What follows belongs to an exercise in optimizing a design on an open flow for small area, a short achievable clock period and few clock cycles; a production flow would make more cautious choices. Only simulation tests tie the RTL to the original design; equivalence was not proved. Power figures rest on the tool's default switching activity, not on a simulated workload.

**design.v**
```verilog
package hms_pkg;
  localparam int GRID_SIZE     = 16;
  localparam int COORD_W       = $clog2(GRID_SIZE);
  localparam int ADDR_W        = $clog2(GRID_SIZE * GRID_SIZE);
  localparam int OPCODE_W      = 2;
  localparam int FIELD_COORD_W = 4;
  localparam int HEIGHT_W      = 8;
  localparam int COUNT_W       = 8;
  localparam int SUM_W         = $clog2(9 * 255 + 1);
  localparam int RECIP9        = 7282;
  localparam int RECIP_W       = 13;
  localparam int MEAN_SHIFT    = 16;
  localparam int PROD_W        = SUM_W + RECIP_W;
  localparam logic [HEIGHT_W-1:0] THRESH_RESET = HEIGHT_W'(2);
  typedef enum logic [OPCODE_W-1:0] {
    OP_WRITE  = 2'd0,
    OP_SMOOTH = 2'd1,
    OP_READ   = 2'd2
  } op_t;
  typedef enum logic [2:0] {
    ST_IDLE,
    ST_RD_DATA,
    ST_SM_READ,
    ST_SM_LAST,
    ST_SM_MUL,
    ST_SM_APPLY,
    ST_DONE
  } state_t;
  typedef struct packed {
    op_t                      opcode;
    logic [FIELD_COORD_W-1:0] cell_row;
    logic [FIELD_COORD_W-1:0] cell_col;
    logic [HEIGHT_W-1:0]      height_in;
  } cmd_t;
  typedef struct packed {
    logic [HEIGHT_W-1:0] height_out;
    logic [COUNT_W-1:0]  changed_count;
  } result_t;
  function automatic logic [ADDR_W-1:0] cell_addr(input logic [COORD_W-1:0] r,
                                                  input logic [COORD_W-1:0] c);
    cell_addr = ADDR_W'(ADDR_W'(r) * ADDR_W'(GRID_SIZE) + ADDR_W'(c));
  endfunction
endpackage
module hms_ram #(
  parameter int DATA_W = 8,
  parameter int ADDR_W = 8
) (
  input  logic              clk,
  input  logic              we,
  input  logic [ADDR_W-1:0] waddr,
  input  logic [DATA_W-1:0] wdata,
  input  logic              re,
  input  logic [ADDR_W-1:0] raddr,
  output logic [DATA_W-1:0] rdata
);
  logic [DATA_W-1:0] mem [2**ADDR_W];
  always_ff @(posedge clk) begin
    if (we) begin
      mem[waddr] <= wdata;
    end
  end
  always_ff @(posedge clk) begin
    if (re) begin
      rdata <= mem[raddr];
    end
  end
endmodule
import hms_pkg::*;
module hms_ctrl (
  input  logic                         clk,
  input  logic                         rst,
  input  logic                         cmd_valid,
  output logic                         cmd_ready,
  input  hms_pkg::cmd_t                cmd,
  input  logic [hms_pkg::HEIGHT_W-1:0] threshold,
  output logic                         res_valid,
  input  logic                         res_ready,
  output hms_pkg::result_t             res
);
  hms_pkg::state_t               state, state_next;
  logic [COORD_W-1:0]   row, col;
  logic [1:0]           dr, dc;
  logic [SUM_W-1:0]     sum;
  logic [HEIGHT_W-1:0]  centre;
  logic [PROD_W-1:0]    prod;
  logic [COUNT_W-1:0]   count, count_next;
  logic                 rd_pend, ctr_pend, rd_inrange;
  logic                 ram_we, ram_re;
  logic [ADDR_W-1:0]    ram_waddr, ram_raddr;
  logic [HEIGHT_W-1:0]  ram_wdata, rd_data;
  logic                 cmd_fire, in_grid, last_cell, smooth_en;
  logic [ADDR_W-1:0]    cmd_addr;
  logic [COORD_W-1:0]   nb_row, nb_col;
  logic [HEIGHT_W-1:0]  mean, diff, new_h;
  assign cmd_ready = (state == ST_IDLE);
  assign cmd_fire  = cmd_valid && cmd_ready;
  assign res_valid = (state == ST_DONE);
  assign in_grid  = (int'(cmd.cell_row) < GRID_SIZE) && (int'(cmd.cell_col) < GRID_SIZE);
  assign cmd_addr = hms_pkg::cell_addr(COORD_W'(cmd.cell_row), COORD_W'(cmd.cell_col));
  assign nb_row = COORD_W'(row + COORD_W'(dr) - COORD_W'(1));
  assign nb_col = COORD_W'(col + COORD_W'(dc) - COORD_W'(1));
  assign last_cell = (row == COORD_W'(GRID_SIZE - 2)) && (col == COORD_W'(GRID_SIZE - 2));
  assign mean      = prod[MEAN_SHIFT +: HEIGHT_W];
  assign diff      = (centre > mean) ? centre - mean : mean - centre;
  assign smooth_en = diff > threshold;
  assign new_h     = HEIGHT_W'((({1'b0, centre}) + ({1'b0, mean})) >> 1);
  assign count_next = (smooth_en && new_h != centre && count != '1) ?
                      COUNT_W'(count + 1'b1) : count;
  hms_ram #(
    .DATA_W (HEIGHT_W),
    .ADDR_W (ADDR_W)
  ) u_ram (
    .clk   (clk),
    .we    (ram_we),
    .waddr (ram_waddr),
    .wdata (ram_wdata),
    .re    (ram_re),
    .raddr (ram_raddr),
    .rdata (rd_data)
  );
  always_ff @(posedge clk) begin
    if (rst) begin
      state <= ST_IDLE;
    end else begin
      state <= state_next;
    end
  end
  always_comb begin
    state_next = state;
    ram_we     = 1'b0;
    ram_waddr  = hms_pkg::cell_addr(row, col);
    ram_wdata  = new_h;
    ram_re     = 1'b0;
    ram_raddr  = hms_pkg::cell_addr(nb_row, nb_col);
    unique case (state)
      ST_IDLE: begin
        ram_waddr = cmd_addr;
        ram_wdata = cmd.height_in;
        ram_raddr = cmd_addr;
        if (cmd_fire) begin
          unique case (cmd.opcode)
            OP_WRITE:  ram_we = in_grid;
            OP_READ: begin
              ram_re     = in_grid;
              state_next = ST_RD_DATA;
            end
            OP_SMOOTH: state_next = ST_SM_READ;
            default:   state_next = ST_IDLE;
          endcase
        end
      end
      ST_RD_DATA: state_next = ST_DONE;
      ST_SM_READ: begin
        ram_re = 1'b1;
        if (dr == 2'd2 && dc == 2'd2) begin
          state_next = ST_SM_LAST;
        end
      end
      ST_SM_LAST: state_next = ST_SM_MUL;
      ST_SM_MUL:  state_next = ST_SM_APPLY;
      ST_SM_APPLY: begin
        ram_we     = smooth_en;
        state_next = last_cell ? ST_DONE : ST_SM_READ;
      end
      ST_DONE: begin
        if (res_ready) begin
          state_next = ST_IDLE;
        end
      end
      default: state_next = ST_IDLE;
    endcase
  end
  always_ff @(posedge clk) begin
    if (rst) begin
      rd_pend  <= 1'b0;
      ctr_pend <= 1'b0;
    end else begin
      rd_pend  <= (state == ST_SM_READ);
      ctr_pend <= (state == ST_SM_READ) && (dr == 2'd1) && (dc == 2'd1);
    end
  end
  always_ff @(posedge clk) begin
    if (state == ST_IDLE || state == ST_SM_APPLY) begin
      sum <= '0;
    end else if (rd_pend) begin
      sum <= SUM_W'(sum + SUM_W'(rd_data));
    end
    if (ctr_pend) begin
      centre <= rd_data;
    end
    if (state == ST_SM_MUL) begin
      prod <= PROD_W'(sum * PROD_W'(RECIP9));
    end
    unique case (state)
      ST_IDLE: begin
        rd_inrange <= in_grid;
        row        <= COORD_W'(1);
        col        <= COORD_W'(1);
        dr         <= 2'd0;
        dc         <= 2'd0;
        count      <= '0;
      end
      ST_RD_DATA: begin
        res.height_out    <= rd_inrange ? rd_data : '0;
        res.changed_count <= '0;
      end
      ST_SM_READ: begin
        if (dc == 2'd2) begin
          dc <= 2'd0;
          dr <= dr + 2'd1;
        end else begin
          dc <= dc + 2'd1;
        end
      end
      ST_SM_APPLY: begin
        dr    <= 2'd0;
        dc    <= 2'd0;
        count <= count_next;
        if (col == COORD_W'(GRID_SIZE - 2)) begin
          col <= COORD_W'(1);
          row <= COORD_W'(row + 1'b1);
        end else begin
          col <= COORD_W'(col + 1'b1);
        end
        if (last_cell) begin
          res.height_out    <= '0;
          res.changed_count <= count_next;
        end
      end
      default: begin
      end
    endcase
  end
endmodule
import hms_pkg::*;
module height_map_smoother (
  input  logic        clk,
  input  logic        rst,
  input  logic        s_tvalid,
  output logic        s_tready,
  input  logic [15:0] s_tdata,    
  input  logic [1:0]  s_tuser,    
  output logic        m_tvalid,
  input  logic        m_tready,
  output logic [15:0] m_tdata,    
  input  logic        cfg_valid,
  output logic        cfg_ready,
  input  logic [7:0]  cfg_data
);
  hms_pkg::cmd_t       cmd;
  hms_pkg::result_t    res;
  logic                res_valid, res_ready;
  logic [HEIGHT_W-1:0] threshold;
  logic [HEIGHT_W-1:0] out_height;
  logic [COUNT_W-1:0]  out_count;
  assign cmd.opcode    = hms_pkg::op_t'(s_tuser);
  assign cmd.cell_row  = s_tdata[3:0];
  assign cmd.cell_col  = s_tdata[7:4];
  assign cmd.height_in = s_tdata[15:8];
  assign cfg_ready = 1'b1;
  always_ff @(posedge clk) begin
    if (rst) begin
      threshold <= THRESH_RESET;
    end else if (cfg_valid && cfg_ready) begin
      threshold <= cfg_data;
    end
  end
  hms_ctrl u_ctrl (
    .clk       (clk),
    .rst       (rst),
    .cmd_valid (s_tvalid),
    .cmd_ready (s_tready),
    .cmd       (cmd),
    .threshold (threshold),
    .res_valid (res_valid),
    .res_ready (res_ready),
    .res       (res)
  );
  assign res_ready = !m_tvalid || m_tready;
  always_ff @(posedge clk) begin
    if (rst) begin
      m_tvalid <= 1'b0;
    end else if (res_ready) begin
      m_tvalid <= res_valid;
    end
  end
  always_ff @(posedge clk) begin
    if (res_ready && res_valid) begin
      out_height <= res.height_out;
      out_count  <= res.changed_count;
    end
  end
  assign m_tdata = {out_count, out_height};
endmodule
```
**constraint.sdc**
```tcl
create_clock -name core_clock -period 8.0 [get_ports {clk}]
set_input_delay 1.6000 -clock core_clock [delete_from_list [all_inputs] [get_ports {clk}]]
set_output_delay 1.6000 -clock core_clock [all_outputs]
set_load 0.01 [all_outputs]
```
**config.mk**
```make
export PLATFORM = sky130hd
export DESIGN_NAME = height_map_smoother
export DESIGN_NICKNAME = height_map_smoother
export VERILOG_FILES = /design/flow/design.v
export SDC_FILE = /design/flow/constraint.sdc
export NUM_CORES = 4
export LEC_CHECK = 0
export CAP_MARGIN = 20
export CORE_MARGIN = 2
export CORE_UTILIZATION = 40
export SLEW_MARGIN = 20
```
**run.sh**
```bash
#!/bin/bash
# synth_recipe.tcl (not shown) runs the flow's synth.tcl, then flattens the netlist and writes it again
# the make line also repeats each setting of config.mk as NAME=value (left out here)
make -C /OpenROAD-flow-scripts/flow DESIGN_CONFIG=/design/flow/config.mk WORK_HOME=/design/flow/orfs CLKGATE_MAP_FILE= SYNTH_SCRIPT=/design/flow/synth_recipe.tcl finish
```
==> impl_metrics.tcl <==
set metrics [dict create \
    cts_htree_levels 4 \
    grt_pass1_wl_um 334000 \
    cts.sinks 2150 \
    synth_flop_cell "edfxtp_1" \
    run_status "no timing/DRC/antenna violations" \
    post-dp-hpwl_um 142000 \
    hold_path.class "flop to flop" \
    max_slew_margin 0.200 \
    pre_cts_slack_ns 1.19 \
    synth_area_um2 87100 \
    synth.avg_cell_area_um2 16.9 \
    cts_resized 0 \
    clkLatencyLatePin_ns 0.86 \
    num_io_pins 50 \
    dieArea_um2 221000 \
    grt_pass1_vias 47100 \
    syn_nets 5350 \
    rr_worst_depth 25 \
    hold_path_depth 0 \
    p_leak_nw 31.8 \
    seq_area_frac_synth 0.738 \
    path_buf_inv 4 \
    cts_hold_buf 0 \
    largestRegisters "u_ctrl.u_ram.mem (2048), u_ctrl.res (16), u_ctrl.sum (12)" \
    antenna_found_initial 14 \
    via_per_inst 5.78 \
    drive_above_1_share 0.153 \
    clockBufferDepth 3 \
    fin_total_pwr_mw 30.1 \
    track_usage 0.205 \
    maxCapViolCount 0 \
    cp.depth 25 \
    cp_slowest_cell "a2bb2oi_1" \
    drt_wl_total_um 231000 \
    fin_tns_setup_ns 0 \
    irDropWorstVdd_v 0.000238 \
    synth_cell_types 72 \
    async_reset_ff_frac 0 \
    grt_max_degree 195 \
    cp_max_fo 9 \
    fp.coreArea_um2 217000 \
    largest_register_ffs 2048 \
    max_freq_ghz 0.144 \
    cts_tree "built" \
    synth_seq_cells 2150 \
    finalCriticalPeriod_ns 6.95 \
    finalWorstSetupSlack_ns 1.05 \
    top_register "u_ctrl.u_ram.mem" \
    dieHeight_um 471 \
    cts_root_buffer "clkbuf_16" \
    criticalPathCategory "flop to flop" \
    detail-route-antenna-nets 0 \
    rows 171 \
    place_area_um2 91100 \
    drcViolationCount 0 \
    rsz0062_at_grt "no" \
    start_util 0.402 \
    drt_first_pass_iters 6 \
    fin_area_um2 98200 \
    io_buffers 48 \
    cp-end-kind "flop" \
    period_share 0.869 \
    clkSlewWorstSetupHoldPaths_ns 0.06 \
    finalSetupViolations 0 \
    gp_congestion 0.870 \
    finClkSkew_ns 0.0372 \
    cpPeakStageDelay_ns 0.80 \
    grt_overflow_total 0 \
    slew_violations 0 \
    powerDensity_nw_per_um2 306 \
    finalHoldViolCount 0 \
    path_delay_family "compound AO/OA/AOI/OAI gates" \
    vias 48000 \
    hold-worst-slack_ns 0.410 \
    cts_buffers 212 \
    nets 5447 \
    die_w_um 471 \
    syn_to_final_growth_pct 12.8 \
    crit_arrival_ns 7.44 \
    synth_edf_count 2124 \
    routedWlPerCell_um 27.8 \
    synth_warnings 3 \
    worst_slew_pin_slew_ns 1.20 \
    post_cts_buffers 0 \
    crit_path_start_kind "flop" \
    synthCells 5160 \
    critPathRequiredTime_ns 8.49 \
    drt_iter0_markers 5636 \
]
[path summary, 6_finish.rpt]
kind                    startpoint                       to  slack (ns)
hold reg to reg     u_ctrl.res[12]            out_height[4]        0.41
setup / recovery  u_ctrl.centre[0]  u_ctrl.u_ram.mem[62][1]        1.05
setup reg to reg  u_ctrl.centre[0]  u_ctrl.u_ram.mem[62][1]        1.05
hold / removal      u_ctrl.res[12]            out_height[4]        0.41
[metrics by stage]
step | util | cells
5_1_grt | 0.453 | 8295
4_1_cts | 0.453 | 8292
3_3_place_gp | 0.420 | 7894
2_1_floorplan | - | 5160
6_report | 0.453 | 8298
3_5_place_dp | 0.420 | 7895
[kinds of logic (layout without fill, tap and decap cells)]
logic type,count (synthesis),in the layout,synth area share
XOR/XNOR,47,47,0.00504
multiplexers,386,386,0.0958
AO/OA/AOI/OAI,498,498,0.0381
other,1,5,0.0000431
buffers and inverters,397,677,0.0210
AND/OR/NAND/NOR,1522,1522,0.0758
adder cells (fa/ha/maj),159,159,0.0259
flip-flops,2150,2150,0.738
[placed cells by master, fill, tap and decap left out, types with 9 or more instances in the layout]
| master | netlist | routed |
|---|---|---|
| a21o_1 | 9 | 9 |
| a21oi_1 | 85 | 81 |
| a221oi_1 | 13 | 13 |
| a22o_1 | 13 | 13 |
| a22oi_1 | 113 | 113 |
| a311oi_1 | 14 | 14 |
| a31oi_1 | 76 | 76 |
| and2_1 | 10 | 10 |
| and3_1 | 80 | 80 |
| buf_12 | 0 | 23 |
| buf_4 | 40 | 89 |
| bufinv_16 | 0 | 24 |
| clkbuf_1 | 116 | 51 |
| clkbuf_16 | 0 | 214 |
| clkdlybuf4s50_1 | 0 | 48 |
| clkinv_1 | 0 | 44 |
| clkinv_2 | 0 | 39 |
| dfxtp_1 | 26 | 26 |
| edfxtp_1 | 2124 | 2124 |
| fa_1 | 35 | 35 |
| ha_1 | 124 | 124 |
| inv_1 | 117 | 117 |
| mux2i_1 | 21 | 20 |
| mux4_2 | 357 | 357 |
| nand2_1 | 709 | 698 |
| nand2_2 | 0 | 9 |
| nand3_1 | 207 | 207 |
| nand4_1 | 51 | 51 |
| nor2_1 | 348 | 340 |
| nor3_1 | 51 | 51 |
| nor4_1 | 22 | 21 |
| o211ai_1 | 10 | 10 |
| o21ai_0 | 49 | 45 |
| o22ai_1 | 69 | 68 |
| o31ai_1 | 10 | 10 |
| xnor2_1 | 35 | 35 |
| xor2_1 | 10 | 10 |
[synthesized netlist by cell type, types with 5 or more instances]
library cell | count | area [um2]
edfxtp_1 | 2124 | 63800
a221oi_1 | 13 | 114
a21o_1 | 9 | 67.6
buf_2 | 100 | 500
o22ai_1 | 69 | 432
mux4_2 | 357 | 8040
buf_6 | 9 | 101
or3_1 | 7 | 43.8
buf_1 | 13 | 48.8
mux2i_1 | 21 | 210
and3_1 | 80 | 500
or4_1 | 7 | 52.6
o31ai_1 | 10 | 75.1
a22oi_1 | 113 | 848
fa_1 | 35 | 701
nand2b_1 | 6 | 37.5
o211ai_1 | 10 | 75.1
o21ai_0 | 49 | 245
xnor2_1 | 35 | 307
nor2_1 | 348 | 1310
a311oi_1 | 14 | 123
nor2b_1 | 7 | 43.8
nand3_1 | 207 | 1040
buf_4 | 40 | 300
nand2_1 | 709 | 2660
dfxtp_1 | 26 | 521
nor4_1 | 22 | 138
nand4_1 | 51 | 319
ha_1 | 124 | 1550
nor3_1 | 51 | 255
a31oi_1 | 76 | 475
a22o_1 | 13 | 114
a21oi_1 | 85 | 425
inv_1 | 117 | 439
clkbuf_1 | 116 | 435
xor2_1 | 10 | 87.6
mux2_2 | 6 | 67.6
and2_1 | 10 | 62.6
o21a_1 | 5 | 37.5
[power by group]
| group | leakage [nW] | total, mW | internal (mW) | switching (mW) |
|---|---|---|---|---|
| Clock | 3.43 | 10.1 | 5.74 | 4.32 |
| Combinational | 9.05 | 6.68 | 2.13 | 4.55 |
| Sequential | 19.3 | 13.3 | 13.2 | 0.128 |
[area by class of cell]
| class | instances | area (um2) |
|---|---|---|
| timing repair buffer | 161 | 1640 |
| clock inverter | 130 | 1480 |
| tap | 2854 | 3570 |
| inverter | 119 | 447 |
| sequential | 2150 | 64300 |
| antenna | 4 | 10.0 |
| fill | 18400 | 119000 |
| multi-input combinational | 2613 | 21200 |
| clock buffer | 267 | 5570 |
[metal layers]
| metal | up-vias | track usage | routed length [um] |
|---|---|---|---|
| met5 | - | 0 | 34 |
| li1 | 20400 | - | - |
| met4 | 6 | 0.0648 | 7410 |
| met3 | 378 | 0.0400 | 19400 |
| met1 | 25100 | 0.285 | 95000 |
| met2 | 2129 | 0.327 | 109000 |
Testbench counts, summed over its fixed seeds: cycles 45,864.

==> static timing again, ports no longer ideal <==
How much do the figures lean on ideal ports? The routed layout below was timed once more, with nothing changed but the port constraints.
Step 1 sets driving cells, clkbuf_16 on the clock port and buf_2 on the other inputs (assumed; they add their load-dependent delay and slew).
Step 2, shift: input delay + t, output delay - t, t = (earliest + latest rising clock arrival at the registers) / 2. This alone moves slack from input paths to output paths.
Slacks: ideal ports / drivers / drivers and shift; pairs: ideal ports / drivers.
shift t [ns]: 0.938
setup WS [ns]: 1.051 / 1.051 / 1.051
clock arrival spread, ns: 0.048 / 0.048
slew at the worst register clock pin (ns): 0.07 / 0.07
pins driven straight from the clock port: 1
After both steps setup and hold are still met in this run. For this run, drivers alone change the setup slack by 0.000 ns; drivers and shift together by 0.000 ns.
